This is an optimization exercise on Yosys and OpenROAD, whose aim is small area, not a production implementation.
Only simulation tests tie the RTL to the original design; equivalence was not proved.
Power figures rest on the tool's default switching activity, not on a simulated workload.

==> flow/design.v <==
`default_nettype none
`timescale 1ns/1ps
package grid_pkg;
    typedef logic [9:0] coord_t;
    typedef enum logic [1:0] {
        dir_left  = 2'b00,
        dir_right = 2'b01,
        dir_up    = 2'b10,
        dir_down  = 2'b11
    } dir_t;
endpackage
`default_nettype wire
`default_nettype none
`timescale 1ns/1ps
package bullet_pkg;
    typedef logic [2:0] slot_t;
    typedef logic [3:0] credit_t;
    typedef enum logic {
        req_launcher = 1'b0,
        req_stepper  = 1'b1
    } requester_t;
endpackage
`default_nettype wire
`default_nettype none
`timescale 1ns/1ps
module tank_game_top
#(
    parameter int TICK_CYCLES = 200
) (
    input  wire         clk_100mhz,
    input  wire         rst,
    input  wire         press,
    input  wire         move_btn,
    input  wire         shoot_btn,
    input  wire [1:0]   dir_in,
    input  wire         spawn_valid,
    input  wire [9:0]   spawn_x,
    input  wire [9:0]   spawn_y,
    output logic        running,
    output logic [9:0]  player_x,
    output logic [9:0]  player_y,
    output logic [1:0]  player_dir,
    output logic [$clog2(8 + 1) - 1:0] bullet_count,
    output logic [$clog2(4 + 1) - 1:0] target_count,
    output logic [4*4 - 1:0]          score
);
    logic [2:0] btn_s0, btn_s1, btn_s2, btn_edge;
    logic [1:0] dir_s0, dir_s1;
    always_ff @(posedge clk_100mhz) begin
        if (rst) begin
            btn_s0   <= '0;
            btn_s1   <= '0;
            btn_s2   <= '0;
            btn_edge <= '0;
            dir_s0   <= 2'd1;
            dir_s1   <= 2'd1;
        end else begin
            btn_s0   <= {shoot_btn, move_btn, press};
            btn_s1   <= btn_s0;
            btn_s2   <= btn_s1;
            btn_edge <= btn_s1 & ~btn_s2;
            dir_s0   <= dir_in;
            dir_s1   <= dir_s0;
        end
    end
    logic [7:0] ph;
    logic       block;
    logic       step;
    logic [2:0] step_slot;
    always_ff @(posedge clk_100mhz) begin
        if (rst || !running)  ph <= '0;
        else if (ph == 8'd199) ph <= 8'd240;
        else if (ph == 8'd248) ph <= 8'd9;
        else                   ph <= ph + 8'd1;
    end
    assign block     = ph[7:3] == 5'b11110;
    assign step      = (block && ph[2:0] != 3'd0) || ph == 8'd248;
    assign step_slot = ph[2:0] - 3'd1;
    logic [5:0] px, py;
    logic [1:0] pdir;
    logic [5:0] mx, my;
    logic       mok;
    logic       wr_req;
    logic [5:0] wr_x, wr_y;
    logic [1:0] wr_dir;
    logic       wr_gnt;
    logic [7:0] valid;
    always_comb begin
        mx  = px + 6'd1;
        my  = py + 6'd1;
        case (pdir)
            2'd0: begin mx = px - 6'd1; mok = px != 6'd0;  end
            2'd1: begin mx = px + 6'd3; mok = px != 6'd57; end
            2'd2: begin my = py - 6'd1; mok = py != 6'd0;  end
            default: begin my = py + 6'd3; mok = py != 6'd42; end
        endcase
    end
    assign wr_gnt = wr_req & ~block;
    always_ff @(posedge clk_100mhz) begin
        if (rst) begin
            running <= 1'b0;
            px      <= '0;
            py      <= '0;
            pdir    <= 2'd1;
            wr_req  <= 1'b0;
        end else begin
            if (btn_edge[0]) running <= 1'b1;
            if (running && btn_edge[1]) begin
                pdir <= dir_s1;
                case (dir_s1)
                    2'd0: if (px != 6'd0)  px <= px - 6'd1;
                    2'd1: if (px != 6'd57) px <= px + 6'd1;
                    2'd2: if (py != 6'd0)  py <= py - 6'd1;
                    default: if (py != 6'd42) py <= py + 6'd1;
                endcase
            end
            if (wr_gnt) wr_req <= 1'b0;
            else if (running && btn_edge[2] && !(&valid) && mok) wr_req <= 1'b1;
        end
    end
    always_ff @(posedge clk_100mhz) begin
        if (!wr_req) begin
            wr_x   <= mx;
            wr_y   <= my;
            wr_dir <= pdir;
        end
    end
    assign player_x   = {4'd0, px};
    assign player_y   = {4'd0, py};
    assign player_dir = pdir;
    logic [13:0] ring [8];
    logic [2:0]  free_slot;
    logic [2:0]  wr_pos;
    logic [5:0]  hx, hy, nx, ny;
    logic [1:0]  hd;
    logic        hv;
    logic        leaves;
    logic        probe;
    logic        hit;
    logic        kill;
    always_comb begin
        free_slot = '0;
        for (int i = 7; i >= 0; i--)
            if (!valid[i]) free_slot = 3'(i);
    end
    assign wr_pos = free_slot - ph[2:0];
    assign {hd, hy, hx} = ring[0];
    assign hv = valid[step_slot];
    always_comb begin
        nx = hx;
        ny = hy;
        leaves = 1'b0;
        case (hd)
            2'd0: if (hx == 6'd0)  leaves = 1'b1; else nx = hx - 6'd1;
            2'd1: if (hx == 6'd59) leaves = 1'b1; else nx = hx + 6'd1;
            2'd2: if (hy == 6'd0)  leaves = 1'b1; else ny = hy - 6'd1;
            default: if (hy == 6'd44) leaves = 1'b1; else ny = hy + 6'd1;
        endcase
    end
    assign probe = step & hv & ~leaves;
    assign kill  = step & hv & (leaves | hit);
    logic       ins_pend;
    logic [1:0] ins_pos;
    logic [3:0] ins_sel;
    always_ff @(posedge clk_100mhz) begin
        ins_pend <= wr_gnt & wr_pos[0];
        ins_pos  <= wr_pos[2:1];
    end
    always_comb begin
        for (int q = 0; q < 4; q++)
            ins_sel[q] = (wr_gnt && !wr_pos[0] && wr_pos[2:1] == 2'(q))
                      || (ins_pend && ins_pos == 2'(q));
    end
    always_ff @(posedge clk_100mhz) begin
        for (int p = 0; p < 8; p++) begin
            if (p % 2 == 0 && ins_sel[p / 2])
                ring[p] <= {wr_dir, wr_y, wr_x};
            else if (p == 7)
                ring[p] <= step ? {hd, ny, nx} : ring[0];
            else
                ring[p] <= ring[p + 1];
        end
    end
    always_ff @(posedge clk_100mhz) begin
        if (rst) begin
            valid <= '0;
        end else begin
            if (wr_gnt) valid[free_slot] <= 1'b1;
            if (kill)   valid[step_slot] <= 1'b0;
        end
    end
    always_comb begin
        bullet_count = '0;
        for (int i = 0; i < 8; i++) bullet_count = bullet_count + 4'(valid[i]);
    end
    logic [5:0] tx [4];
    logic [5:0] ty [4];
    logic [3:0] tvalid;
    logic [3:0] match;
    logic [1:0] hit_idx;
    logic [1:0] free_idx;
    logic       spawn_ok;
    logic       dead;
    logic [5:0] dx [4];
    logic [5:0] dy [4];
    always_comb begin
        hit_idx  = '0;
        free_idx = '0;
        for (int i = 3; i >= 0; i--) begin
            dx[i] = nx - tx[i];
            dy[i] = ny - ty[i];
            match[i] = tvalid[i] && dx[i] < 6'd3 && dy[i] < 6'd3;
            if (match[i]) hit_idx = 2'(i);
            if (!tvalid[i]) free_idx = 2'(i);
        end
    end
    assign hit      = probe & (|match);
    assign spawn_ok = running & spawn_valid & ~(&tvalid);
    assign dead     = spawn_x >= 10'd60 || spawn_y >= 10'd45;
    always_ff @(posedge clk_100mhz) begin
        if (rst) begin
            tvalid <= '0;
        end else begin
            if (spawn_ok) tvalid[free_idx] <= 1'b1;
            if (hit)      tvalid[hit_idx]  <= 1'b0;
        end
    end
    always_ff @(posedge clk_100mhz) begin
        if (spawn_ok) begin
            tx[free_idx] <= dead ? 6'd60 : spawn_x[5:0];
            ty[free_idx] <= spawn_y[5:0];
        end
    end
    always_comb begin
        target_count = '0;
        for (int i = 0; i < 4; i++) target_count = target_count + 3'(tvalid[i]);
    end
    logic [15:0] score_inc;
    logic        carry;
    always_comb begin
        score_inc = score;
        carry     = 1'b1;
        for (int d = 0; d < 4; d++) begin
            if (carry) begin
                if (score[4*d +: 4] == 4'd9) begin
                    score_inc[4*d +: 4] = 4'd0;
                end else begin
                    score_inc[4*d +: 4] = score[4*d +: 4] + 4'd1;
                    carry = 1'b0;
                end
            end
        end
    end
    always_ff @(posedge clk_100mhz) begin
        if (rst)                score <= '0;
        else if (hit && !carry) score <= score_inc;
    end
endmodule
`default_nettype wire
==> flow/run.sh <==
#!/bin/bash
# synth_recipe.tcl (not shown) runs the flow's synth.tcl, then flattens the netlist and writes it again
# the make line also repeats each setting of config.mk as NAME=value (left out here)
make -C /OpenROAD-flow-scripts/flow DESIGN_CONFIG=/design/flow/config.mk WORK_HOME=/design/flow/orfs CLKGATE_MAP_FILE= SYNTH_SCRIPT=/design/flow/synth_recipe.tcl finish
==> flow/config.mk <==
export PLATFORM = sky130hd
export DESIGN_NAME = tank_game_top
export DESIGN_NICKNAME = tank_game_top
export VERILOG_FILES = /design/flow/design.v
export SDC_FILE = /design/flow/constraint.sdc
export NUM_CORES = 4
export LEC_CHECK = 0
export CAP_MARGIN = 20
export CORE_MARGIN = 2
export CORE_UTILIZATION = 40
export CTS_BUF_LIST = sky130_fd_sc_hd__clkbuf_2
export SLEW_MARGIN = 20
==> flow/constraint.sdc <==
create_clock -name core_clock -period 10.0 [get_ports {clk_100mhz}]
set_input_delay 2.0000 -clock core_clock [delete_from_list [all_inputs] [get_ports {clk_100mhz}]]
set_output_delay 2.0000 -clock core_clock [all_outputs]
set_load 0.01 [all_outputs]
==> impl_metrics.py, run 1 <==
metrics = {
    "status": {
        "status": "timing/DRC/antenna clean",
    },
    "sta": {
        "rsz0062_at_grt": "no",
        "clock_skew_ns": 0.0714,
        "finalMaxSlewViolations": 0,
        "setup_ws_ns": 3.96,
        "fmax_mhz": 166,
        "slew_headroom_pct": 35.5,
        "fin_crit_sh_pct": 60.4,
        "hold_violations": 0,
        "finalCriticalPeriod_ns": 6.04,
        "tightest_slew_ns": 0.967,
        "finalSetupViolations": 0,
        "fin_tns_setup_ns": 0,
    },
    "clocking": {
        "clock_path_buffers": 3,
        "cts_resized": 0,
        "clkLatencyLatePin_ns": 0.86,
        "clock-sinks": 245,
        "cts_setup_buffers": 0,
        "hold_buffers": 0,
        "htreeDepth": 2,
        "cts.clk_slew.worst_paths_ns": 0.12,
        "cts-root-buf": "clkbuf_2",
        "cts_tree": "built",
        "cts_inserted_buffers": 60,
    },
    "cells_and_area": {
        "syn2layout_area_growth_pct": 13.1,
        "drive_above_1_share_pct": 14.6,
        "layout_common_cells": "183 x dfxtp_1, 96 x clkbuf_2, 88 x inv_1, 71 x ha_1",
        "fillCellCount": 2843,
        "final_common_cell": "dfxtp_1",
        "finish.net_count": 1347,
    },
    "routing": {
        "via_per_inst": 5.03,
        "vias": 8396,
        "drt_iter0_markers": 489,
        "maxUsedRoutingLayer": "met4",
        "routed-wl-met3_mm": 1.08,
        "drt_first_pass_iters": 5,
        "drc": 0,
        "wl_per_cell_microns": 15.3,
        "ant_nets": 0,
        "wl_mm": 25.5,
        "wl_met2_mm": 11.9,
        "wl_met1_mm": 12.2,
    },
    "grt": {
        "grt_max_degree": 52,
        "antenna_found_initial": 2,
        "grt_pass1_vias": 8229,
        "grtUsageTotal_pct": 16.7,
        "grt_pass1_wl_mm": 41.7,
        "overflow": 0,
    },
    "synthesis": {
        "synth_cell_type_count": 87,
        "synth_ff_type": "dfxtp_1",
        "ys_ff_latch": 245,
        "netlist_area_sq_um": 12000,
        "async_reset_ff_share_pct": 0,
        "synth_top_area_cell": "dfxtp_1",
        "yosys_warnings": 4,
        "netlist_instances": 1133,
        "synth_area_per_cell_sq_um": 10.5,
        "synth_top_area_share_pct": 30.7,
        "ys_top_cells_by_area": "dfxtp_1 31%, edfxtp_1 16%, ha_1 7.4%",
        "synth-edff-count": 62,
        "seq_area_frac_synth_pct": 46.2,
    },
    "job": {
        "max-cap-violations": 0,
    },
    "floorplanning": {
        "io_pins": 74,
        "start_util_pct": 40.4,
        "die_area_sq_um": 31300,
        "die_h_microns": 177,
        "row_count": 63,
        "core_sq_um": 29600,
        "die_w_microns": 177,
    },
    "pwr": {
        "power_density_nw_per_um2": 132,
        "ir_worst_vdd_mv": 0.0801,
        "p_leak_nw": 5.38,
    },
    "critical_path": {
        "crit_path_end_kind": "output pin",
        "cp_max_fo": 7,
        "crit_type": "reg2out",
        "critPathLaunchType": "flop",
        "crit_arrival_ns": 4.04,
        "crit_required_ns": 8.00,
    },
    "placement": {
        "hpwl_mm": 18.5,
        "port_buffers": 65,
        "gp_congestion": 0.831,
        "place_ws_ns": 4.82,
    },
    "hold_path": {
        "hold_path.class": "reg2reg",
    },
}
synth_stat cells (4+ instances only):
cell / instances
inv_1: 88
nand4_2: 4
nor3b_1: 6
o21ai_0: 31
nor2b_1: 30
and3_1: 6
a211oi_1: 5
nand3b_1: 12
or4_1: 4
a21boi_1: 8
nand3_1: 29
and4_1: 4
o22ai_1: 12
nor4_1: 6
o21ai_1: 7
mux2_2: 40
a31oi_1: 17
mux2_1: 26
nor3_1: 30
edfxtp_1: 62
dfxtp_1: 183
o211ai_1: 7
nand2b_1: 19
or3_1: 8
ha_1: 71
a311oi_1: 7
clkbuf_1: 26
xor2_1: 25
nand4_1: 9
mux2i_1: 13
xnor2_1: 39
fa_1: 14
buf_4: 8
nor2_1: 65
or2_2: 5
nand2_1: 60
a21o_1: 8
o21a_1: 9
a21oi_1: 53
stage by stage:
step	hold WS [ns]	total power, W	util (%)	cell area (sq um)	std cells
floorplan	0.310	0.00113	-	12000	1140
global placement	0.310	0.00117	43.9	13000	1562
detailed placement	0.312	0.00117	43.9	13000	1562
CTS	0.316	0.00181	45.7	13500	1668
global route	0.334	0.00187	45.7	13500	1669
finish	0.320	0.00178	45.7	13500	1669
power breakdown:
part / switching (W) / total (W) / leakage (nW) / internal [W]
clock network: 0.000383 / 0.000633 / 0.414 / 0.000250
registers: 0.00000679 / 0.00103 / 2.10 / 0.00103
logic: 0.0000650 / 0.000115 / 2.86 / 0.0000501
total: 0.000455 / 0.00178 / 5.38 / 0.00133
metal layers:
layer,up-vias,track usage (%)
met3,33,3.09
met4,0,4.82
li1,4247,-
met5,-,0
met1,3965,22.7
met2,151,27.0
area by class of cell:
type	count	area [sq um]	share of cell area [%]
Timing Repair Buffer	74	713	5.28
Antenna cell	1	2.50	0.0185
Multi-Input combinational cell	762	5920	43.8
Inverter	91	342	2.53
Sequential cell	245	5530	40.9
Tap cell	390	488	3.61
Clock buffer	96	480	3.55
Clock inverter	10	46.3	0.342
cells by family after synthesis:
logic type	share of synthesized area, %
other	0.0314
adder cells (fa/ha/maj)	9.78
XOR/XNOR	5.48
AO/OA/AOI/OAI	11.3
multiplexers	7.68
flip-flops	46.2
AND/OR/NAND/NOR	14.9
buffers and inverters	4.59
worst max-delay path, stage by stage, from the launching register on:
cell	delay, ns
dfxtp_1	0.38
fa_1	0.56
inv_1	0.05
fa_1	0.49
fa_1	0.41
inv_1	0.07
ha_1	0.15
inv_1	0.05
fa_1	0.37
xnor2_1	0.15
clkdlybuf4s50_1	0.55
sequential cells by signal, indices dropped and copies added (netlist names), 4 cells and up:
| register | count |
|---|---|
| ring | 112 |
| tx | 24 |
| ty | 24 |
| score | 16 |
| ph | 8 |
| valid | 8 |
| px | 6 |
| py | 6 |
| wr_x | 6 |
| wr_y | 6 |
| tvalid | 4 |
worst paths after layout:
path | from | to | slack, ns | depth (start not counted)
max | valid[0] | bullet_count[2] | 3.96 | 10
min | ring[2][7] | ring[1][7] | 0.32 | 0
max reg2reg | ring[0][7] | score[3] | 4.80 | 17
min reg2reg | ring[2][7] | ring[1][7] | 0.32 | 0
==> run 2, diff against run 1 <==
--- a/flow/config.mk
+++ b/flow/config.mk
@@ -8,5 +8,4 @@
 export CAP_MARGIN = 20
 export CORE_MARGIN = 2
 export CORE_UTILIZATION = 40
-export CTS_BUF_LIST = sky130_fd_sc_hd__clkbuf_2
 export SLEW_MARGIN = 20
==> impl_metrics.py, run 2 <==
metrics = {
    "status": {
        "status": "timing/DRC/antenna clean",
    },
    "placement": {
        "gp_congestion": 0.831,
        "port_buffers": 65,
        "hpwl_mm": 18.5,
        "place_area_sq_um": 13000,
    },
    "cells_and_area": {
        "finalInstanceArea_sq_um": 13900,
        "multi_input_area_sq_um": 5920,
        "largest_reg_flops": 112,
        "layout_common_cells": "183 x dfxtp_1, 88 x inv_1, 71 x ha_1, 64 x nor2_1, 64 x clkdlybuf4s50_1",
        "syn2layout_area_growth_pct": 16.1,
        "fillCellCount": 2756,
        "drive_above_1_share_pct": 11.0,
        "final_common_cell": "dfxtp_1",
        "finish.net_count": 1314,
        "largest-register": "ring",
        "regArea_sq_um": 5530,
        "antennaDiodeCount": 0,
        "fin_util_pct": 46.9,
        "largest_registers": "ring: 112 flops, tx: 24 flops, ty: 24 flops",
    },
    "grt": {
        "overflow": 0,
        "grt_max_degree": 52,
        "grt_pass1_wl_mm": 41.4,
        "grtUsageTotal_pct": 16.5,
        "grt_pass1_vias": 7945,
        "antenna_found_initial": 0,
    },
    "floorplanning": {
        "die_area_sq_um": 31300,
        "die_w_microns": 177,
        "io_pins": 74,
        "core_sq_um": 29600,
        "die_h_microns": 177,
        "start_util_pct": 40.4,
        "row_count": 63,
    },
    "routing": {
        "wl_mm": 25.4,
        "drt_first_pass_iters": 5,
        "wl_met1_mm": 12.3,
        "ant_nets": 0,
        "via_per_inst": 5.07,
        "vias": 8179,
        "maxUsedRoutingLayer": "met4",
        "drc": 0,
        "routed-wl-met3_mm": 1.09,
        "wl_per_cell_microns": 15.8,
        "wl_met2_mm": 11.7,
        "drt_iter0_markers": 471,
    },
    "synthesis": {
        "ys_top_cells_by_area": "dfxtp_1 31%, edfxtp_1 16%, ha_1 7.4%",
        "synth_area_per_cell_sq_um": 10.5,
        "synth_ff_type": "dfxtp_1",
        "synth_top_area_share_pct": 30.7,
        "synth_cell_type_count": 87,
        "ys_ff_latch": 245,
        "synth-edff-count": 62,
        "synth_top_area_cell": "dfxtp_1",
        "yosysMostFrequentCell": "dfxtp_1",
        "seq_area_frac_synth_pct": 46.2,
        "async_reset_ff_share_pct": 0,
        "yosys_warnings": 4,
        "yosys-top-cells-count": "183 x dfxtp_1, 88 x inv_1, 71 x ha_1",
        "netlist_area_sq_um": 12000,
        "netlist_instances": 1133,
    },
    "clocking": {
        "clock-sinks": 245,
        "cts.clk_slew.worst_paths_ns": 0.06,
        "cts-root-buf": "clkbuf_16",
        "cts_tree": "built",
        "clkLatencyLatePin_ns": 0.53,
        "cts_inserted_buffers": 27,
        "cts_resized": 0,
        "hold_buffers": 0,
        "clock_path_buffers": 3,
        "htreeDepth": 1,
        "cts_setup_buffers": 0,
    },
    "hold_path": {
        "hold_depth": 0,
        "min_from": "ring[6][11]",
        "hold_path.class": "reg2reg",
        "worstHoldEndpoint": "ring[5][11]",
    },
    "critical_path": {
        "r2r-start": "ring[0][6]",
        "cp_slowest_cell": "fa_1",
        "r2r_end": "score[3]",
        "crit_path_end_kind": "output pin",
        "crit_arrival_ns": 3.74,
        "crit_required_ns": 8.00,
        "max_stage_delay_ns": 0.56,
        "critical_path.most_common_cell": "fa_1",
        "crit_type": "reg2out",
        "crit_chain": "fa_1, inv_1, fa_1, fa_1, inv_1, ha_1, inv_1, fa_1, xnor2_1, clkdlybuf4s50_1",
        "cp_max_fo": 7,
        "critPathLaunchType": "flop",
        "ff2ff_path_depth": 17,
        "r2r_slack_ns": 4.88,
    },
    "sta": {
        "finalSetupViolations": 0,
        "clock_skew_ns": 0.0125,
        "hold_violations": 0,
        "finalMaxSlewViolations": 0,
        "fin_tns_setup_ns": 0,
        "tightest_slew_ns": 0.988,
        "rsz0062_at_grt": "no",
        "fin_crit_sh_pct": 57.4,
        "fmax_mhz": 174,
        "finalCriticalPeriod_ns": 5.74,
        "slew_headroom_pct": 34.1,
    },
    "pwr": {
        "power.total_w": 0.00212,
        "power_density_nw_per_um2": 153,
        "ir_worst_vdd_mv": 0.0985,
        "p_leak_nw": 5.41,
    },
    "job": {
        "max-cap-violations": 0,
    },
}
==> run 2: cell counts after synthesis <==
No cell type changed its count.
==> run 2: how the worst max path moves through the flow <==
stage	from	end	slack, ns	cells after the start
5_1_grt	valid[0]	bullet_count[2]	4.08	10
3_3_place_gp	valid[0]	bullet_count[2]	4.80	10
4_1_cts	valid[0]	bullet_count[2]	4.21	10
6_report	valid[0]	bullet_count[2]	4.26	10
2_1_floorplan	valid[0]	bullet_count[2]	5.34	9
3_5_place_dp	valid[0]	bullet_count[2]	4.82	10
==> run 2: power by group <==
part / total [W] / internal, W / switching (W) / leakage (nW)
Combinational: 0.000115 / 0.0000500 / 0.0000652 / 2.86
Sequential: 0.00103 / 0.00103 / 0.00000676 / 2.10
Clock: 0.000969 / 0.000571 / 0.000399 / 0.441
==> run 2: cell families after synthesis <==
family	count (synthesis)	synth area share (%)
other	1	0.0314
buffers and inverters	133	4.59
muxes	81	7.68
and+or+nand+nor	321	14.9
AOI/OAI and AO/OA	199	11.3
DFF	245	46.2
xor gates and xnor gates	68	5.48
adders and majority gates	85	9.78
==> run 2: routing by layer <==
metal / global-route usage [%] / up-vias
li1: - / 4145
met1: 23.1 / 3879
met2: 27.1 / 122
met3: 2.47 / 33
met4: 3.27 / 0
met5: 0 / -
==> run 2: final cells by class <==
| type | count | area share [%] |
|---|---|---|
| inverter | 91 | 2.46 |
| sequential | 245 | 39.8 |
| clock inverter | 14 | 0.794 |
| tap | 390 | 3.52 |
| multi-input combinational | 762 | 42.7 |
| timing repair buffer | 74 | 5.14 |
| clock buffer | 36 | 5.57 |
==> run 2: through the flow <==
step / hold WS, ns / setup WS (ns) / instances
floorplan: 0.310 / 5.34 / 1140
global placement: 0.310 / 4.80 / 1562
CTS: 0.326 / 4.21 / 1612
detailed placement: 0.312 / 4.82 / 1562
finish: 0.323 / 4.26 / 1612
global route: 0.328 / 4.08 / 1612
==> run 2: critical path, delay by kind of cell, from the launching register on <==
| kind | cells | cell delay (ns) |
|---|---|---|
| adder cells (fa/ha/maj) | 5 | 1.98 |
| buffers and inverters | 4 | 0.72 |
| XOR/XNOR | 1 | 0.15 |
| flip-flops | 1 | 0.37 |
==> run 3, diff against run 2 <==
--- a/flow/config.mk
+++ b/flow/config.mk
@@ -8,4 +8,5 @@
 export CAP_MARGIN = 20
 export CORE_MARGIN = 2
 export CORE_UTILIZATION = 40
+export CTS_BUF_LIST = sky130_fd_sc_hd__clkbuf_4
 export SLEW_MARGIN = 20
==> impl_metrics.py, run 3 <==
metrics = {
    "status": {
        "status": "timing/DRC/antenna clean",
    },
    "sta": {
        "hold_violations": 0,
        "fin_tns_setup_ns": 0,
        "rsz0062_at_grt": "no",
        "fin_crit_sh_pct": 58.5,
        "fmax_mhz": 171,
        "finalCriticalPeriod_ns": 5.85,
        "finalSetupViolations": 0,
        "clock_skew_ns": 0.0409,
        "setup_ws_ns": 4.15,
        "tightest_slew_ns": 1.03,
        "slew_headroom_pct": 31.2,
        "finalMaxSlewViolations": 0,
    },
    "cells_and_area": {
        "largest_registers": "ring: 112 flops, tx: 24 flops, ty: 24 flops",
        "fillCellCount": 2814,
        "fin_util_pct": 46.6,
        "drive_above_1_share_pct": 14.6,
        "syn2layout_area_growth_pct": 15.3,
        "multi_input_area_sq_um": 5920,
        "finish.net_count": 1353,
        "final_common_cell": "dfxtp_1",
        "largest_reg_flops": 112,
        "regArea_sq_um": 5530,
        "largest-register": "ring",
        "layout_common_cells": "183 x dfxtp_1, 95 x clkbuf_4, 88 x inv_1, 71 x ha_1",
    },
    "critical_path": {
        "crit_arrival_ns": 3.85,
        "crit_type": "reg2out",
        "critPathLaunchType": "flop",
        "max_stage_delay_ns": 0.56,
        "critical_path.most_common_cell": "fa_1",
        "r2r_slack_ns": 4.85,
        "crit_path_end_kind": "output pin",
        "crit_required_ns": 8.00,
        "critPathBufInv": 4,
        "crit_chain": "fa_1, inv_1, fa_1, fa_1, inv_1, ha_1, inv_1, fa_1, xnor2_1, clkdlybuf4s50_1",
        "path_delay_family": "adder cells",
        "cp_max_fo": 7,
        "cp_slowest_cell": "fa_1",
    },
    "hold_path": {
        "hold_path.class": "reg2reg",
    },
    "clocking": {
        "clock_path_buffers": 3,
        "cts.clk_slew.worst_paths_ns": 0.07,
        "clkLatencyLatePin_ns": 0.66,
        "hold_buffers": 0,
        "htreeDepth": 3,
        "cts_resized": 0,
        "cts_inserted_buffers": 66,
        "cts_setup_buffers": 0,
        "clock-sinks": 245,
        "cts_tree": "built",
        "cts-root-buf": "clkbuf_4",
    },
    "synthesis": {
        "synth-adder-area-share_pct": 9.78,
        "seq_area_frac_synth_pct": 46.2,
        "synth_cell_type_count": 87,
        "yosys-mux-area-fraction_pct": 7.69,
        "synth_area_per_cell_sq_um": 10.5,
        "ys_top_cells_by_area": "dfxtp_1 31%, edfxtp_1 16%, ha_1 7.4%",
        "yosys-top-cells-count": "183 x dfxtp_1, 88 x inv_1, 71 x ha_1",
        "synth_ff_type": "dfxtp_1",
        "yosysMostFrequentCell": "dfxtp_1",
        "netlist_instances": 1133,
        "ys_ff_latch": 245,
        "synth_compound_area_share_pct": 11.3,
        "synthXorXnorAreaFrac_pct": 5.48,
        "synth_top_family_by_area": "simple AND/OR/NAND/NOR gates",
        "synth_top_area_share_pct": 30.7,
        "netlist_area_sq_um": 12000,
        "async_reset_ff_share_pct": 0,
        "synth_top_area_cell": "dfxtp_1",
        "synth-simple-area-share_pct": 14.9,
        "synth-edff-count": 62,
        "yosys_warnings": 4,
    },
    "routing": {
        "vias": 8437,
        "wl_mm": 25.7,
        "via_per_inst": 5.05,
        "drt_first_pass_iters": 5,
        "drc": 0,
        "ant_nets": 0,
        "wl_per_cell_microns": 15.4,
        "drt_iter0_markers": 468,
    },
    "grt": {
        "grt_pass1_vias": 8251,
        "grt_pass1_wl_mm": 41.6,
        "use_met1_pct": 22.5,
        "grtUsageMet2_pct": 27.0,
        "grt.met3_usage_pct": 3.35,
        "grtUsageTotal_pct": 16.8,
        "busiest_layer": "met2",
        "overflow": 0,
        "antenna_found_initial": 1,
        "grt_max_degree": 52,
    },
    "placement": {
        "place_ws_ns": 4.82,
        "hpwl_mm": 18.5,
        "gp_congestion": 0.831,
        "port_buffers": 65,
    },
    "pwr": {
        "ir_worst_vdd_mv": 0.0745,
        "power.total_w": 0.00200,
        "power_density_nw_per_um2": 145,
        "p_leak_nw": 5.44,
    },
    "job": {
        "max-cap-violations": 0,
    },
    "floorplanning": {
        "die_w_microns": 177,
        "die_h_microns": 177,
        "start_util_pct": 40.4,
        "row_count": 63,
        "io_pins": 74,
        "die_area_sq_um": 31300,
        "core_sq_um": 29600,
    },
}
-- run 3: through the flow --
| stage | hold slack, ns | cell area (sq um) | instances |
|---|---|---|---|
| 2_1_floorplan | 0.310 | 12000 | 1140 |
| 3_3_place_gp | 0.310 | 13000 | 1562 |
| 3_5_place_dp | 0.312 | 13000 | 1562 |
| 4_1_cts | 0.294 | 13800 | 1670 |
| 5_1_grt | 0.311 | 13800 | 1671 |
| 6_report | 0.299 | 13800 | 1671 |
-- run 3: cell families after synthesis --
logic type / Yosys count
compound gates: 199
xor+xnor: 68
fa+ha+maj: 85
buf+inv: 133
flops: 245
mux: 81
other cells: 1
simple gates: 321
-- run 3: worst reg2reg max path: stages (launching register included) --
cell and delay [ns]:
dfxtp_1 0.42, inv_1 0.14, ha_1 0.22, nand2b_1 0.18, nor2_1 0.09, nor3_1 0.13
a21oi_1 0.06, o21ai_0 0.60, inv_1 0.34, fa_1 0.61, o22ai_1 0.07, or4_1 0.57
nor3_1 0.20, or4bb_1 0.51, a21boi_2 0.25, a2111oi_4 0.10, o311a_1 0.39, a31o_1 0.18
-- run 3: layout make-up --
class,count,area share (%)
Antenna cell,1,0.0182
Clock inverter,13,0.572
Timing Repair Buffer,74,5.17
Multi-Input combinational cell,762,43.0
Tap cell,390,3.54
Sequential cell,245,40.1
Inverter,91,2.48
Clock buffer,95,5.17
-- run 3: routing by layer --
metal / vias up / share of wire (%) / routed length (microns)
li1: 4271 / - / -
met1: 4008 / 48 / 12300
met2: 128 / 46 / 11900
met3: 30 / 4.1 / 1060
met4: 0 / 1.7 / 428
met5: - / 0 / 0
-- run 3: report_power, final --
group / switching, W / internal [W]
registers: 0.00000675 / 0.00103
logic: 0.0000654 / 0.0000499
clock network: 0.000391 / 0.000458
total: 0.000463 / 0.00153
-- run 3: path summary, 6_finish.rpt --
path | start | cells past startpoint | end
hold / removal | ring[6][3] | 0 | ring[5][3]
hold reg to reg | ring[6][3] | 0 | ring[5][3]
setup / recovery | valid[0] | 10 | bullet_count[2]
setup reg to reg | ring[0][6] | 17 | score[3]
==> run 4, diff against run 3 <==
--- a/flow/design.v
+++ b/flow/design.v
@@ -64,18 +64,19 @@
         end
     end
     logic [7:0] ph;
+    logic       ph_end;
+    logic       first;
     logic       block;
     logic       step;
-    logic [2:0] step_slot;
-    always_ff @(posedge clk_100mhz) begin
-        if (rst || !running)  ph <= '0;
-        else if (ph == 8'd199) ph <= 8'd240;
-        else if (ph == 8'd248) ph <= 8'd9;
-        else                   ph <= ph + 8'd1;
-    end
-    assign block     = ph[7:3] == 5'b11110;
-    assign step      = (block && ph[2:0] != 3'd0) || ph == 8'd248;
-    assign step_slot = ph[2:0] - 3'd1;
+    assign ph_end = ph[7] & ph[6] & ph[2] & ph[1] & ph[0];
+    always_ff @(posedge clk_100mhz) begin
+        if (rst || !running || ph_end) ph <= '0;
+        else                           ph <= ph + 8'd1;
+        if (rst || !running) first <= 1'b1;
+        else if (ph_end)     first <= 1'b0;
+    end
+    assign block = !first && ph[7:3] == 5'd0;
+    assign step  = !first && ph[7:4] == 4'd0 && (ph[3] ? ph[2:0] == 3'd0 : ph[2:0] != 3'd0);
     logic [5:0] px, py;
     logic [1:0] pdir;
     logic [5:0] mx, my;
@@ -86,13 +87,13 @@
     logic       wr_gnt;
     logic [7:0] valid;
     always_comb begin
-        mx  = px + 6'd1;
-        my  = py + 6'd1;
+        mx = px;
+        my = py;
         case (pdir)
-            2'd0: begin mx = px - 6'd1; mok = px != 6'd0;  end
-            2'd1: begin mx = px + 6'd3; mok = px != 6'd57; end
-            2'd2: begin my = py - 6'd1; mok = py != 6'd0;  end
-            default: begin my = py + 6'd3; mok = py != 6'd42; end
+            2'd0: begin mx[5:1] = px[5:1] - 5'd1; mok = px != 6'd0;  end
+            2'd1: begin mx[5:1] = px[5:1] + 5'd1; mok = px != 6'd57; end
+            2'd2: begin my[5:1] = py[5:1] - 5'd1; mok = py != 6'd0;  end
+            default: begin my[5:1] = py[5:1] + 5'd1; mok = py != 6'd42; end
         endcase
     end
     assign wr_gnt = wr_req & ~block;
@@ -145,16 +146,18 @@
     end
     assign wr_pos = free_slot - ph[2:0];
     assign {hd, hy, hx} = ring[0];
-    assign hv = valid[step_slot];
+    logic [7:0] valid_rot;
+    assign valid_rot = {valid[6:0], valid[7]};
+    assign hv = valid_rot[ph[2:0]];
     always_comb begin
         nx = hx;
         ny = hy;
         leaves = 1'b0;
         case (hd)
-            2'd0: if (hx == 6'd0)  leaves = 1'b1; else nx = hx - 6'd1;
-            2'd1: if (hx == 6'd59) leaves = 1'b1; else nx = hx + 6'd1;
-            2'd2: if (hy == 6'd0)  leaves = 1'b1; else ny = hy - 6'd1;
-            default: if (hy == 6'd44) leaves = 1'b1; else ny = hy + 6'd1;
+            2'd0: if (hx == 6'd63) leaves = 1'b1; else nx = hx - 6'd1;
+            2'd1: if (hx == 6'd58) leaves = 1'b1; else nx = hx + 6'd1;
+            2'd2: if (hy == 6'd63) leaves = 1'b1; else ny = hy - 6'd1;
+            default: if (hy == 6'd43) leaves = 1'b1; else ny = hy + 6'd1;
         endcase
     end
     assign probe = step & hv & ~leaves;
@@ -186,7 +189,8 @@
             valid <= '0;
         end else begin
             if (wr_gnt) valid[free_slot] <= 1'b1;
-            if (kill)   valid[step_slot] <= 1'b0;
+            for (int i = 0; i < 8; i++)
+                if (kill && ph[2:0] == 3'((i + 1) % 8)) valid[i] <= 1'b0;
         end
     end
     always_comb begin
@@ -201,15 +205,38 @@
     logic [1:0] free_idx;
     logic       spawn_ok;
     logic       dead;
-    logic [5:0] dx [4];
-    logic [5:0] dy [4];
+    logic [4:0] nxh_m1, nyh_m1;
+    logic [5:0] spx_m1, spy_m1;
+    function automatic logic [5:0] dec6(input logic [5:0] a);
+        logic b;
+        b = 1'b1;
+        for (int i = 0; i < 6; i++) begin
+            dec6[i] = a[i] ^ b;
+            b = b & ~a[i];
+        end
+    endfunction
+    function automatic logic [4:0] dec5(input logic [4:0] a);
+        logic b;
+        b = 1'b1;
+        for (int i = 0; i < 5; i++) begin
+            dec5[i] = a[i] ^ b;
+            b = b & ~a[i];
+        end
+    endfunction
+    function automatic logic in_box(input logic [5:0] c, input logic [4:0] ch_m1,
+                                    input logic [5:0] t);
+        in_box = (c[5:1] == t[5:1] && (c[0] || !t[0]))
+              || (ch_m1 == t[5:1] && (!c[0] || t[0]));
+    endfunction
+    assign nxh_m1 = dec5(nx[5:1]);
+    assign nyh_m1 = dec5(ny[5:1]);
+    assign spx_m1 = dec6(spawn_x[5:0]);
+    assign spy_m1 = dec6(spawn_y[5:0]);
     always_comb begin
         hit_idx  = '0;
         free_idx = '0;
         for (int i = 3; i >= 0; i--) begin
-            dx[i] = nx - tx[i];
-            dy[i] = ny - ty[i];
-            match[i] = tvalid[i] && dx[i] < 6'd3 && dy[i] < 6'd3;
+            match[i] = tvalid[i] && in_box(nx, nxh_m1, tx[i]) && in_box(ny, nyh_m1, ty[i]);
             if (match[i]) hit_idx = 2'(i);
             if (!tvalid[i]) free_idx = 2'(i);
         end
@@ -227,8 +254,8 @@
     end
     always_ff @(posedge clk_100mhz) begin
         if (spawn_ok) begin
-            tx[free_idx] <= dead ? 6'd60 : spawn_x[5:0];
-            ty[free_idx] <= spawn_y[5:0];
+            tx[free_idx] <= dead ? 6'd59 : spx_m1;
+            ty[free_idx] <= spy_m1;
         end
     end
     always_comb begin
--- a/flow/config.mk
+++ b/flow/config.mk
@@ -8,5 +8,7 @@
 export CAP_MARGIN = 20
 export CORE_MARGIN = 2
 export CORE_UTILIZATION = 40
-export CTS_BUF_LIST = sky130_fd_sc_hd__clkbuf_4
+export CTS_BUF_LIST = sky130_fd_sc_hd__clkbuf_8
+export CTS_CLUSTER_DIAMETER = 60
+export CTS_CLUSTER_SIZE = 20
 export SLEW_MARGIN = 20
==> impl_metrics.py, run 4 <==
metrics = {
    "synthesis": {
        "synth_top_area_share_pct": 31.6,
        "yosys_warnings": 2,
        "synth_top_area_cell": "dfxtp_1",
        "netlist_area_sq_um": 11700,
        "ys_top_cells_by_area": "dfxtp_1 32%, edfxtp_1 16%, mux2_2 5.7%",
        "yosys-top-cells-count": "184 x dfxtp_1, 77 x inv_1, 64 x xnor2_1",
        "netlist_instances": 1064,
        "synth_cell_type_count": 97,
        "synth_area_per_cell_sq_um": 11.0,
        "yosysMostFrequentCell": "dfxtp_1",
        "seq_area_frac_synth_pct": 47.6,
        "synth-edff-count": 62,
        "async_reset_ff_share_pct": 0,
        "ys_ff_latch": 246,
        "synth_ff_type": "dfxtp_1",
    },
    "clocking": {
        "clock_path_buffers": 3,
        "clkLatencyLatePin_ns": 0.55,
        "cts_inserted_buffers": 21,
        "htreeDepth": 1,
        "hold_buffers": 0,
        "clock-sinks": 246,
        "cts_tree": "built",
        "cts.clk_slew.worst_paths_ns": 0.10,
        "cts_resized": 0,
        "cts-root-buf": "clkbuf_8",
        "cts_setup_buffers": 0,
    },
    "floorplanning": {
        "die_area_sq_um": 30500,
        "row_count": 62,
        "die_h_microns": 175,
        "die_w_microns": 175,
        "core_sq_um": 28700,
        "start_util_pct": 40.6,
        "io_pins": 74,
    },
    "cells_and_area": {
        "syn2layout_area_growth_pct": 13.1,
        "largest_registers": "ring: 112 flops, tx: 24 flops, ty: 24 flops",
        "layout_common_cells": "184 x dfxtp_1, 79 x inv_1, 64 x xnor2_1, 64 x clkdlybuf4s50_1, 62 x edfxtp_1",
        "fillCellCount": 2700,
        "antennaDiodeCount": 0,
        "largest-register": "ring",
        "largest_reg_flops": 112,
        "final_common_cell": "dfxtp_1",
        "drive_above_1_share_pct": 12.8,
        "finish.net_count": 1216,
    },
    "hold_path": {
        "hold_path.class": "reg2reg",
        "worstHoldEndpoint": "ring[3][7]",
        "hold_depth": 0,
        "min_from": "ring[4][7]",
    },
    "pwr": {
        "power_density_nw_per_um2": 136,
        "p_leak_nw": 5.10,
        "ir_worst_vdd_mv": 0.0939,
    },
    "critical_path": {
        "critPathLaunchType": "flop",
        "ff2ff_path_depth": 15,
        "cp_max_fo": 6,
        "crit_type": "reg2out",
        "critPathBufInv": 4,
        "path_delay_family": "adder cells",
        "max_stage_delay_ns": 0.55,
        "crit_path_end_kind": "output pin",
        "r2r_slack_ns": 4.92,
        "r2r_end": "score[12]",
        "crit_chain": "fa_1, inv_1, fa_1, fa_1, inv_1, ha_1, inv_1, fa_1, xnor2_1, clkdlybuf4s50_1",
        "cp_slowest_cell": "fa_1",
        "crit_required_ns": 8.00,
        "r2r-start": "ring[0][12]",
        "critical_path.most_common_cell": "fa_1",
        "crit_arrival_ns": 3.76,
    },
    "placement": {
        "gp_congestion": 0.831,
        "port_buffers": 65,
        "hpwl_mm": 17.3,
        "place_ws_ns": 4.80,
    },
    "routing": {
        "vias": 7743,
        "via_per_inst": 5.08,
        "ant_nets": 0,
        "drt_iter0_markers": 456,
        "wl_mm": 24.1,
        "drc": 0,
        "wl_per_cell_microns": 15.8,
        "drt_first_pass_iters": 5,
    },
    "sta": {
        "slew_headroom_pct": 32.3,
        "finalCriticalPeriod_ns": 5.76,
        "whs_ns": 0.315,
        "fin_crit_sh_pct": 57.6,
        "fin_tns_setup_ns": 0,
        "tightest_slew_ns": 1.01,
        "clock_skew_ns": 0.0372,
        "hold_violations": 0,
        "finalMaxSlewViolations": 0,
        "finalSetupViolations": 0,
        "setup_ws_ns": 4.24,
        "fmax_mhz": 174,
        "rsz0062_at_grt": "no",
    },
    "grt": {
        "grt_max_degree": 58,
        "antenna_found_initial": 0,
        "grt_pass1_wl_mm": 40.3,
        "grtUsageTotal_pct": 16.1,
        "overflow": 0,
        "grt_pass1_vias": 7564,
    },
    "job": {
        "max-cap-violations": 0,
    },
    "status": {
        "status": "timing/DRC/antenna clean",
    },
}
-- run 4: worst max-delay path by stage --
stage / start / end / slack (ns) / cells after the start
after floorplan: valid[0] / bullet_count[2] / 5.35 / 9
after global placement: valid[0] / bullet_count[2] / 4.86 / 10
after detailed placement: valid[0] / bullet_count[2] / 4.80 / 10
after CTS: valid[0] / bullet_count[2] / 4.20 / 10
after global routing: valid[0] / bullet_count[2] / 4.08 / 10
final: valid[0] / bullet_count[2] / 4.24 / 10
-- run 4: per-stage QoR --
step           util, %  std cells  total power [W]  cell area, sq um
4_1_cts           45.9       1523          0.00181             13200
5_1_grt           45.9       1523          0.00186             13200
3_3_place_gp      44.1       1486          0.00113             12700
2_1_floorplan        -       1071          0.00111             11700
6_report          45.9       1523          0.00179             13200
3_5_place_dp      44.1       1486          0.00114             12700
-- run 4: logic make-up after synthesis --
| logic type | share of synthesized area [%] |
|---|---|
| DFF | 47.6 |
| muxes | 6.90 |
| xor gates and xnor gates | 9.61 |
| and+or+nand+nor | 12.6 |
| adders and majority gates | 7.41 |
| AOI/OAI and AO/OA | 11.1 |
| buffers and inverters | 4.77 |
| other | 0.0322 |
-- run 4: area by class of cell --
type | count | area [sq um] | share of cell area (%)
clock inverter | 15 | 220 | 1.67
clock buffer | 22 | 303 | 2.30
sequential | 246 | 5550 | 42.1
tap | 384 | 480 | 3.65
multi-input combinational | 702 | 5610 | 42.6
timing repair buffer | 76 | 728 | 5.53
inverter | 78 | 293 | 2.22
-- run 4: report_power, final --
part	switching (W)	internal, W	total, W
Combinational	0.0000382	0.0000370	0.0000752
Sequential	0.00000808	0.00103	0.00104
Clock	0.000355	0.000325	0.000680
Total	0.000401	0.00139	0.00179
-- run 4: per-layer routing --
layer  wire length (microns)  global-route usage, %
met5                       0                      0
met3                    1010                   2.11
met4                     501                   4.06
met2                   10600                   25.7
met1                   12000                   23.2
-- run 4: worst reg2reg max path: cells and delay by family (launching register included) --
kind                     cells  cell delay (ns)
AO/OA/AOI/OAI                5             1.49
XOR/XNOR                     2             0.61
flip-flops                   1             1.01
AND/OR/NAND/NOR              4             0.89
adder cells (fa/ha/maj)      3             0.59
multiplexers                 1             0.33
==> run 5, diff against run 4 <==
--- a/flow/config.mk
+++ b/flow/config.mk
@@ -8,7 +8,7 @@
 export CAP_MARGIN = 20
 export CORE_MARGIN = 2
 export CORE_UTILIZATION = 40
-export CTS_BUF_LIST = sky130_fd_sc_hd__clkbuf_8
-export CTS_CLUSTER_DIAMETER = 60
-export CTS_CLUSTER_SIZE = 20
+export CTS_BUF_LIST = sky130_fd_sc_hd__clkbuf_16
+export CTS_CLUSTER_DIAMETER = 80
+export CTS_CLUSTER_SIZE = 30
 export SLEW_MARGIN = 20
==> impl_metrics.py, run 5 <==
metrics = {
    "status": {
        "status": "timing/DRC/antenna clean",
    },
    "grt": {
        "grtUsageTotal_pct": 16.0,
        "grt_pass1_wl_mm": 40.0,
        "overflow": 0,
        "grt_pass1_vias": 7534,
        "grt_max_degree": 58,
        "antenna_found_initial": 0,
    },
    "clocking": {
        "clkLatencyLatePin_ns": 0.49,
        "cts_resized": 0,
        "htreeDepth": 1,
        "cts-root-buf": "clkbuf_16",
        "hold_buffers": 0,
        "cts_inserted_buffers": 14,
        "clock_path_buffers": 3,
        "cts_setup_buffers": 0,
        "cts_tree": "built",
        "clock-sinks": 246,
        "cts.clk_slew.worst_paths_ns": 0.10,
    },
    "routing": {
        "via_per_inst": 5.08,
        "drc": 0,
        "wl_mm": 24.0,
        "wl_met1_mm": 12.1,
        "ant_nets": 0,
        "drt_first_pass_iters": 5,
        "maxUsedRoutingLayer": "met4",
        "vias": 7674,
        "drt_iter0_markers": 532,
        "routed-wl-met3_microns": 861,
        "wl_met2_mm": 10.7,
        "wl_per_cell_microns": 15.9,
    },
    "job": {
        "max-cap-violations": 0,
    },
    "sta": {
        "finalCriticalPeriod_ns": 5.72,
        "fin_tns_setup_ns": 0,
        "fmax_mhz": 175,
        "finalSetupViolations": 0,
        "finalMaxSlewViolations": 0,
        "slew_headroom_pct": 32.1,
        "fin_crit_sh_pct": 57.2,
        "whs_ns": 0.323,
        "tightest_slew_ns": 1.02,
        "hold_violations": 0,
        "rsz0062_at_grt": "no",
        "clock_skew_ns": 0.0204,
    },
    "synthesis": {
        "async_reset_ff_share_pct": 0,
        "netlist_instances": 1064,
        "synth_compound_area_share_pct": 11.1,
        "synth_ff_type": "dfxtp_1",
        "netlist_area_sq_um": 11700,
        "yosysMostFrequentCell": "dfxtp_1",
        "yosys-top-cells-count": "184 x dfxtp_1, 77 x inv_1, 64 x xnor2_1",
        "synth-adder-area-share_pct": 7.41,
        "synthXorXnorAreaFrac_pct": 9.61,
        "yosys_warnings": 2,
        "synth-simple-area-share_pct": 12.6,
        "synth_area_per_cell_sq_um": 11.0,
        "synth-edff-count": 62,
        "synth_top_family_by_area": "simple AND/OR/NAND/NOR gates",
        "synth_top_area_share_pct": 31.6,
        "synth_top_area_cell": "dfxtp_1",
        "seq_area_frac_synth_pct": 47.6,
        "yosys-mux-area-fraction_pct": 6.90,
        "synth_cell_type_count": 97,
        "ys_ff_latch": 246,
        "ys_top_cells_by_area": "dfxtp_1 32%, edfxtp_1 16%, mux2_2 5.7%",
    },
    "floorplanning": {
        "row_count": 62,
        "io_pins": 74,
        "die_h_microns": 175,
        "die_w_microns": 175,
        "core_sq_um": 28700,
        "die_area_sq_um": 30500,
        "start_util_pct": 40.6,
    },
    "cells_and_area": {
        "drive_above_1_share_pct": 11.9,
        "multi_input_area_sq_um": 5610,
        "final_common_cell": "dfxtp_1",
        "layout.cells.non_filler": 1510,
        "largest_reg_flops": 112,
        "antennaDiodeCount": 0,
        "layout_common_cells": "184 x dfxtp_1, 78 x inv_1, 64 x xnor2_1, 64 x clkdlybuf4s50_1, 62 x edfxtp_1",
        "finish.net_count": 1209,
        "largest_registers": "ring: 112 flops, tx: 24 flops, ty: 24 flops",
        "syn2layout_area_growth_pct": 12.5,
        "fillCellCount": 2718,
        "largest-register": "ring",
        "regArea_sq_um": 5550,
        "finalInstanceArea_sq_um": 13100,
    },
    "hold_path": {
        "hold_path.class": "reg2reg",
    },
    "pwr": {
        "p_leak_nw": 5.06,
        "ir_worst_vdd_mv": 0.0962,
        "intPower_w": 0.00136,
        "p_comb_share_pct": 4.3,
        "clkPwrFrac_pct": 36.4,
        "power_density_nw_per_um2": 133,
        "pwr-share-seq_pct": 59.3,
        "power.total_w": 0.00175,
        "switching_power_w": 0.000391,
        "swShare_pct": 22.4,
    },
    "placement": {
        "place_area_sq_um": 12700,
        "dpl.cell_count": 1486,
        "gp_congestion": 0.831,
        "hpwl_mm": 17.3,
        "port_buffers": 65,
    },
    "critical_path": {
        "cp_max_fo": 6,
        "crit_type": "reg2out",
        "crit_required_ns": 8.00,
        "crit_arrival_ns": 3.72,
        "crit_path_end_kind": "output pin",
        "critPathLaunchType": "flop",
    },
}
## run 5: cell count changes in the layout (fill, tap and decap cells not counted), moves of 2 or more
cell,change
clkbuf_8,-22
clkbuf_16,+15
bufinv_16,-4
clkinv_2,-2
clkinv_8,-2
## run 5: final cells by class
type	count	share of cell area, %
timing repair buffer	76	5.55
inverter	78	2.23
tap	384	3.66
clock buffer	15	2.86
multi-input combinational	702	42.8
clock inverter	9	0.668
sequential	246	42.3
## run 5: power by group through the flow
stage                     sequential (W)  clock [W]  combinational [W]
after global routing             0.00104   0.000696          0.0000841
after floorplan                  0.00106          0          0.0000545
final                            0.00104   0.000636          0.0000753
after detailed placement         0.00106          0          0.0000758
after CTS                        0.00104   0.000661          0.0000764
after global placement           0.00106          0          0.0000749
## run 5: worst max-delay path, cell delays in order, from the launching register on
cell             delay [ns]
dfxtp_1                0.39
fa_1                   0.55
inv_1                  0.05
fa_1                   0.49
fa_1                   0.41
inv_1                  0.07
ha_1                   0.16
inv_1                  0.06
fa_1                   0.37
xnor2_1                0.14
clkdlybuf4s50_1        0.55
## run 5: layer usage
| metal | GRT usage [%] | vias up |
|---|---|---|
| li1 | - | 3857 |
| met1 | 23.1 | 3661 |
| met2 | 25.7 | 132 |
| met3 | 1.98 | 24 |
| met4 | 3.78 | 0 |
| met5 | 0 | - |
## run 5: final timing paths
check,slack [ns],startpoint,endpoint,cells past startpoint
max,4.28,valid[0],bullet_count[2],10
min,0.32,ring[4][7],ring[3][7],0
min reg2reg,0.32,ring[4][7],ring[3][7],0
max reg2reg,4.94,ring[0][12],score[12],15
## run 5: metrics by stage
step | setup slack (ns) | utilization (%)
6_report | 4.28 | 45.7
5_1_grt | 4.12 | 45.7
4_1_cts | 4.25 | 45.7
3_5_place_dp | 4.80 | 44.1
3_3_place_gp | 4.86 | 44.1
2_1_floorplan | 5.35 | -
## run 5: kinds of logic after synthesis
logic type      Yosys count
mux                      69
simple gates            274
xor+xnor                115
buf+inv                 123
flops                   246
compound gates          173
fa+ha+maj                63
other cells               1
==> run 6, diff against run 5 <==
--- a/flow/design.v
+++ b/flow/design.v
@@ -44,6 +44,30 @@
     output logic [$clog2(4 + 1) - 1:0] target_count,
     output logic [4*4 - 1:0]          score
 );
+    function automatic logic [5:0] step6(input logic [5:0] a, input logic dn);
+        logic c;
+        c = 1'b1;
+        for (int i = 0; i < 6; i++) begin
+            step6[i] = a[i] ^ c;
+            c = c & (a[i] ^ dn);
+        end
+    endfunction
+    function automatic logic [4:0] step5(input logic [4:0] a, input logic dn);
+        logic c;
+        c = 1'b1;
+        for (int i = 0; i < 5; i++) begin
+            step5[i] = a[i] ^ c;
+            c = c & (a[i] ^ dn);
+        end
+    endfunction
+    function automatic logic [7:0] inc8(input logic [7:0] a);
+        logic c;
+        c = 1'b1;
+        for (int i = 0; i < 8; i++) begin
+            inc8[i] = a[i] ^ c;
+            c = c & a[i];
+        end
+    endfunction
     logic [2:0] btn_s0, btn_s1, btn_s2, btn_edge;
     logic [1:0] dir_s0, dir_s1;
     always_ff @(posedge clk_100mhz) begin
@@ -71,7 +95,7 @@
     assign ph_end = ph[7] & ph[6] & ph[2] & ph[1] & ph[0];
     always_ff @(posedge clk_100mhz) begin
         if (rst || !running || ph_end) ph <= '0;
-        else                           ph <= ph + 8'd1;
+        else                           ph <= inc8(ph);
         if (rst || !running) first <= 1'b1;
         else if (ph_end)     first <= 1'b0;
     end
@@ -90,11 +114,13 @@
         mx = px;
         my = py;
         case (pdir)
-            2'd0: begin mx[5:1] = px[5:1] - 5'd1; mok = px != 6'd0;  end
-            2'd1: begin mx[5:1] = px[5:1] + 5'd1; mok = px != 6'd57; end
-            2'd2: begin my[5:1] = py[5:1] - 5'd1; mok = py != 6'd0;  end
-            default: begin my[5:1] = py[5:1] + 5'd1; mok = py != 6'd42; end
+            2'd0: mok = px != 6'd0;
+            2'd1: mok = px != 6'd57;
+            2'd2: mok = py != 6'd0;
+            default: mok = py != 6'd42;
         endcase
+        if (pdir[1]) my[5:1] = step5(py[5:1], ~pdir[0]);
+        else         mx[5:1] = step5(px[5:1], ~pdir[0]);
     end
     assign wr_gnt = wr_req & ~block;
     always_ff @(posedge clk_100mhz) begin
@@ -109,10 +135,10 @@
             if (running && btn_edge[1]) begin
                 pdir <= dir_s1;
                 case (dir_s1)
-                    2'd0: if (px != 6'd0)  px <= px - 6'd1;
-                    2'd1: if (px != 6'd57) px <= px + 6'd1;
-                    2'd2: if (py != 6'd0)  py <= py - 6'd1;
-                    default: if (py != 6'd42) py <= py + 6'd1;
+                    2'd0: if (px != 6'd0)  px <= step6(px, 1'b1);
+                    2'd1: if (px != 6'd57) px <= step6(px, 1'b0);
+                    2'd2: if (py != 6'd0)  py <= step6(py, 1'b1);
+                    default: if (py != 6'd42) py <= step6(py, 1'b0);
                 endcase
             end
             if (wr_gnt) wr_req <= 1'b0;
@@ -150,14 +176,13 @@
     assign valid_rot = {valid[6:0], valid[7]};
     assign hv = valid_rot[ph[2:0]];
     always_comb begin
-        nx = hx;
-        ny = hy;
-        leaves = 1'b0;
+        nx = hd[1] ? hx : step6(hx, ~hd[0]);
+        ny = hd[1] ? step6(hy, ~hd[0]) : hy;
         case (hd)
-            2'd0: if (hx == 6'd63) leaves = 1'b1; else nx = hx - 6'd1;
-            2'd1: if (hx == 6'd58) leaves = 1'b1; else nx = hx + 6'd1;
-            2'd2: if (hy == 6'd63) leaves = 1'b1; else ny = hy - 6'd1;
-            default: if (hy == 6'd43) leaves = 1'b1; else ny = hy + 6'd1;
+            2'd0: leaves = hx == 6'd63;
+            2'd1: leaves = hx == 6'd58;
+            2'd2: leaves = hy == 6'd63;
+            default: leaves = hy == 6'd43;
         endcase
     end
     assign probe = step & hv & ~leaves;
==> flow/flow/run.sh (new file) <==
#!/bin/bash
# Layout flow: the standard flow, except that synthesis maps the logic
# between the flip-flops with an area-oriented ABC script (flow/area.abc)
# instead of ORFS's delay-oriented one. Everything before and after ABC
# (flip-flop mapping and names, flattening, renaming) is the standard
# synthesis, so the registers are the standard synthesis's.
set -euo pipefail
work=$(pwd)

# ORFS scripts with only the ABC script replaced
rm -rf "$work/scripts_area"
cp -r "$FLOW_HOME/scripts" "$work/scripts_area"
cp "$work/flow/area.abc" "$work/scripts_area/abc_speed.script"

# synthesis: standard.sh's make command with the copied scripts
sed 's|^make -C |make SCRIPTS_DIR='"$work"'/scripts_area -C |' standard.sh > standard_area.sh
grep -q "SCRIPTS_DIR=$work/scripts_area" standard_area.sh
bash standard_area.sh synth > synth.log 2>&1

# the rest of the standard layout
bash standard.sh finish > layout.log 2>&1
==> flow/flow/area.abc (new file) <==
strash
dch
map -a
mfs2
strash
dch
map -a
mfs2
strash
dch
map -a
topo
stime -c
==> flow/standard.sh (new file) <==
#!/bin/bash
# synth_recipe.tcl (not shown) runs the flow's synth.tcl, then flattens the netlist and writes it again
# the make line also repeats each setting of config.mk as NAME=value (left out here)
make -C /OpenROAD-flow-scripts/flow DESIGN_CONFIG=/design/flow/config.mk WORK_HOME=/design/flow/orfs CLKGATE_MAP_FILE= SYNTH_SCRIPT=/design/flow/synth_recipe.tcl "${@:-finish}"
removed: flow/run.sh
==> impl_metrics.py, run 6 <==
metrics = {
    "synthesis": {
        "netlist_instances": 1103,
        "synth_area_per_cell_sq_um": 9.31,
        "async_reset_ff_share_pct": 0,
        "seq_area_frac_synth_pct": 54.0,
        "synth_top_area_share_pct": 35.9,
        "yosys_warnings": 2,
        "synth-simple-area-share_pct": 13.6,
        "synth_compound_area_share_pct": 12.4,
        "ys_ff_latch": 246,
        "yosys-mux-area-fraction_pct": 0.110,
        "synth_cell_type_count": 40,
        "yosys-top-cells-count": "184 x dfxtp_1, 155 x clkinv_1, 139 x nor2_1",
        "synth-adder-area-share_pct": 5.80,
        "netlist_area_sq_um": 10300,
        "synthXorXnorAreaFrac_pct": 7.59,
        "synth_top_area_cell": "dfxtp_1",
        "ys_top_cells_by_area": "dfxtp_1 36%, edfxtp_1 18%, clkinv_1 5.7%",
        "yosysMostFrequentCell": "dfxtp_1",
        "synth_ff_type": "dfxtp_1",
        "synth_top_family_by_area": "simple AND/OR/NAND/NOR gates",
        "synth-edff-count": 62,
    },
    "cells_and_area": {
        "drive_above_1_share_pct": 4.09,
        "largest_reg_flops": 112,
        "finalInstanceArea_sq_um": 11900,
        "antennaDiodeCount": 0,
        "finish.net_count": 1262,
        "fin_util_pct": 47.2,
        "syn2layout_area_growth_pct": 15.7,
        "multi_input_area_sq_um": 4120,
        "final_common_cell": "dfxtp_1",
        "largest-register": "ring",
        "layout_common_cells": "184 x dfxtp_1, 155 x clkinv_1, 139 x nor2_1, 106 x nand2_1, 87 x a21oi_1",
        "largest_registers": "ring: 112 flops, tx: 24 flops, ty: 24 flops",
        "fillCellCount": 2373,
        "layout.cells.non_filler": 1528,
        "regArea_sq_um": 5550,
    },
    "sta": {
        "tightest_slew_ns": 0.876,
        "finalSetupViolations": 0,
        "clock_skew_ns": 0.0228,
        "hold_violations": 0,
        "finalMaxSlewViolations": 0,
        "fmax_mhz": 173,
        "slew_headroom_pct": 41.0,
        "rsz0062_at_grt": "no",
        "fin_tns_setup_ns": 0,
        "finalCriticalPeriod_ns": 5.77,
        "fin_crit_sh_pct": 57.7,
        "setup_ws_ns": 4.23,
    },
    "pwr": {
        "p_leak_nw": 4.43,
        "p_comb_share_pct": 8.5,
        "clkPwrFrac_pct": 35.2,
        "switching_power_w": 0.000459,
        "ir_worst_vdd_mv": 0.140,
        "pwr-share-seq_pct": 56.3,
        "power_density_nw_per_um2": 159,
        "intPower_w": 0.00143,
        "swShare_pct": 24.3,
    },
    "critical_path": {
        "crit_required_ns": 8.00,
        "crit_arrival_ns": 3.77,
        "crit_type": "reg2out",
        "crit_path_end_kind": "output pin",
        "critPathLaunchType": "flop",
        "cp_max_fo": 4,
    },
    "hold_path": {
        "hold_path.class": "reg2reg",
    },
    "clocking": {
        "cts.clk_slew.worst_paths_ns": 0.11,
        "clock-sinks": 246,
        "clock_path_buffers": 3,
        "cts_setup_buffers": 0,
        "htreeDepth": 1,
        "cts_resized": 0,
        "cts_inserted_buffers": 14,
        "hold_buffers": 0,
        "cts-root-buf": "clkbuf_16",
        "cts_tree": "built",
        "clkLatencyLatePin_ns": 0.49,
    },
    "placement": {
        "place_area_sq_um": 11400,
        "place_ws_ns": 4.76,
        "hpwl_mm": 15.4,
        "dpl.cell_count": 1504,
        "gp_congestion": 0.904,
        "port_buffers": 65,
    },
    "floorplanning": {
        "die_w_microns": 164,
        "die_h_microns": 164,
        "io_pins": 74,
        "core_sq_um": 25200,
        "row_count": 58,
        "die_area_sq_um": 27000,
        "start_util_pct": 40.8,
    },
    "grt": {
        "grt_pass1_wl_mm": 34.9,
        "antenna_found_initial": 0,
        "grtUsageTotal_pct": 15.8,
        "grt_pass1_vias": 7053,
        "grt_max_degree": 45,
        "overflow": 0,
    },
    "routing": {
        "wl_per_cell_microns": 13.8,
        "drt_iter0_markers": 353,
        "ant_nets": 0,
        "via_per_inst": 4.88,
        "drc": 0,
        "wl_mm": 21.0,
        "drt_first_pass_iters": 5,
        "vias": 7449,
    },
    "job": {
        "max-cap-violations": 0,
    },
    "status": {
        "status": "timing/DRC/antenna clean",
    },
}
## run 6: changes by cell type after synthesis, sizes merged, moves of 47 or more
cell / previous run / this run
inv: 78 / 0
o21ai: 31 / 88
a21oi: 40 / 87
nand2: 56 / 106
nor2: 58 / 139
clkinv: 0 / 155
mux2: 61 / 1
## run 6: final cells by class
type                    count  area share, %
inverters                 155           4.90
clock buffers              16           3.37
flip-flops and latches    246           46.7
well taps                 330           3.48
clock inverters             8          0.895
repair buffers             74           6.00
multi-input cells         699           34.7
## run 6: layer usage
metal	wire [microns]	share of wire, %	track usage (%)	up-vias
li1	-	-	-	3866
met1	10000	48	21.8	3444
met2	9760	46	26.4	123
met3	984	4.7	2.73	16
met4	270	1.3	2.83	0
met5	0	0	0	-
## run 6: metrics by stage
step,power [W],hold slack (ns)
2_1_floorplan,0.00120,0.310
3_3_place_gp,0.00124,0.310
3_5_place_dp,0.00124,0.312
4_1_cts,0.00191,0.312
5_1_grt,0.00196,0.310
6_report,0.00188,0.314
## run 6: logic make-up (layout without fill, tap and decap cells)
family	count (synthesis)	count (layout)
simple gates	331	331
flops	246	246
compound gates	226	226
buf+inv	165	253
xor+xnor	89	89
fa+ha+maj	44	44
other cells	1	8
mux	1	1
## run 6: power by group through the flow
stage	registers [W]	logic, W	clock network (W)
floorplan	0.00108	0.000117	0
detailed placement	0.00108	0.000160	0
finish	0.00106	0.000160	0.000664
global route	0.00106	0.000180	0.000719
CTS	0.00106	0.000161	0.000687
global placement	0.00108	0.000158	0
## run 6: path summary, 6_finish.rpt
check	from	endpoint	slack [ns]	cells past startpoint
worst max-delay path	valid[0]	bullet_count[2]	4.23	10
worst min-delay path	ring[4][5]	ring[3][5]	0.31	0
worst max register to register	ring[0][12]	score[10]	4.93	21
worst min register to register	ring[4][5]	ring[3][5]	0.31	0
## run 6: critical path, cell delays in order (launching register included)
cell	delay (ns)
dfxtp_1	0.36
fa_1	0.56
clkinv_1	0.08
fa_1	0.50
fa_1	0.42
clkinv_1	0.06
ha_1	0.16
clkinv_1	0.08
fa_1	0.38
xnor2_1	0.15
clkdlybuf4s50_1	0.56

[what the ideal ports hide]
Ports are ideal in the flow. The routed layouts listed here were re-timed in OpenROAD.
Step 1 (the two cells are an assumption about what drives the block):
set clk [get_ports {clk_100mhz}]
set_driving_cell -lib_cell sky130_fd_sc_hd__clkbuf_16 $clk
set_driving_cell -lib_cell sky130_fd_sc_hd__buf_2 [delete_from_list [all_inputs] $clk]
Step 2 adds t to the input delays and takes it off the output delays; t is the mean of the earliest and latest rising clock arrival at the registers after step 1. Input paths then give back, and output paths get back, about the clock's delay inside the block.
a / b / c = no drivers / after step 1 / after step 2; a / b = the first two.
| run | shift t [ns] | setup slack, ns | clock arrival spread, ns |
|---|---|---|---|
| run 1 | 0.869 | 3.959 / 3.918 / 4.786 | 0.073 / 0.073 |
| run 2 | 0.575 | 4.261 / 4.211 / 4.786 | 0.013 / 0.013 |
| run 3 | 0.678 | 4.155 / 4.112 / 4.791 | 0.051 / 0.051 |
| run 4 | 0.580 | 4.244 / 4.198 / 4.778 | 0.037 / 0.038 |
| run 5 | 0.532 | 4.279 / 4.229 / 4.761 | 0.022 / 0.022 |
| run 6 | 0.526 | 4.229 / 4.183 / 4.708 | 0.023 / 0.023 |
After both steps setup and hold are still met in every run listed.
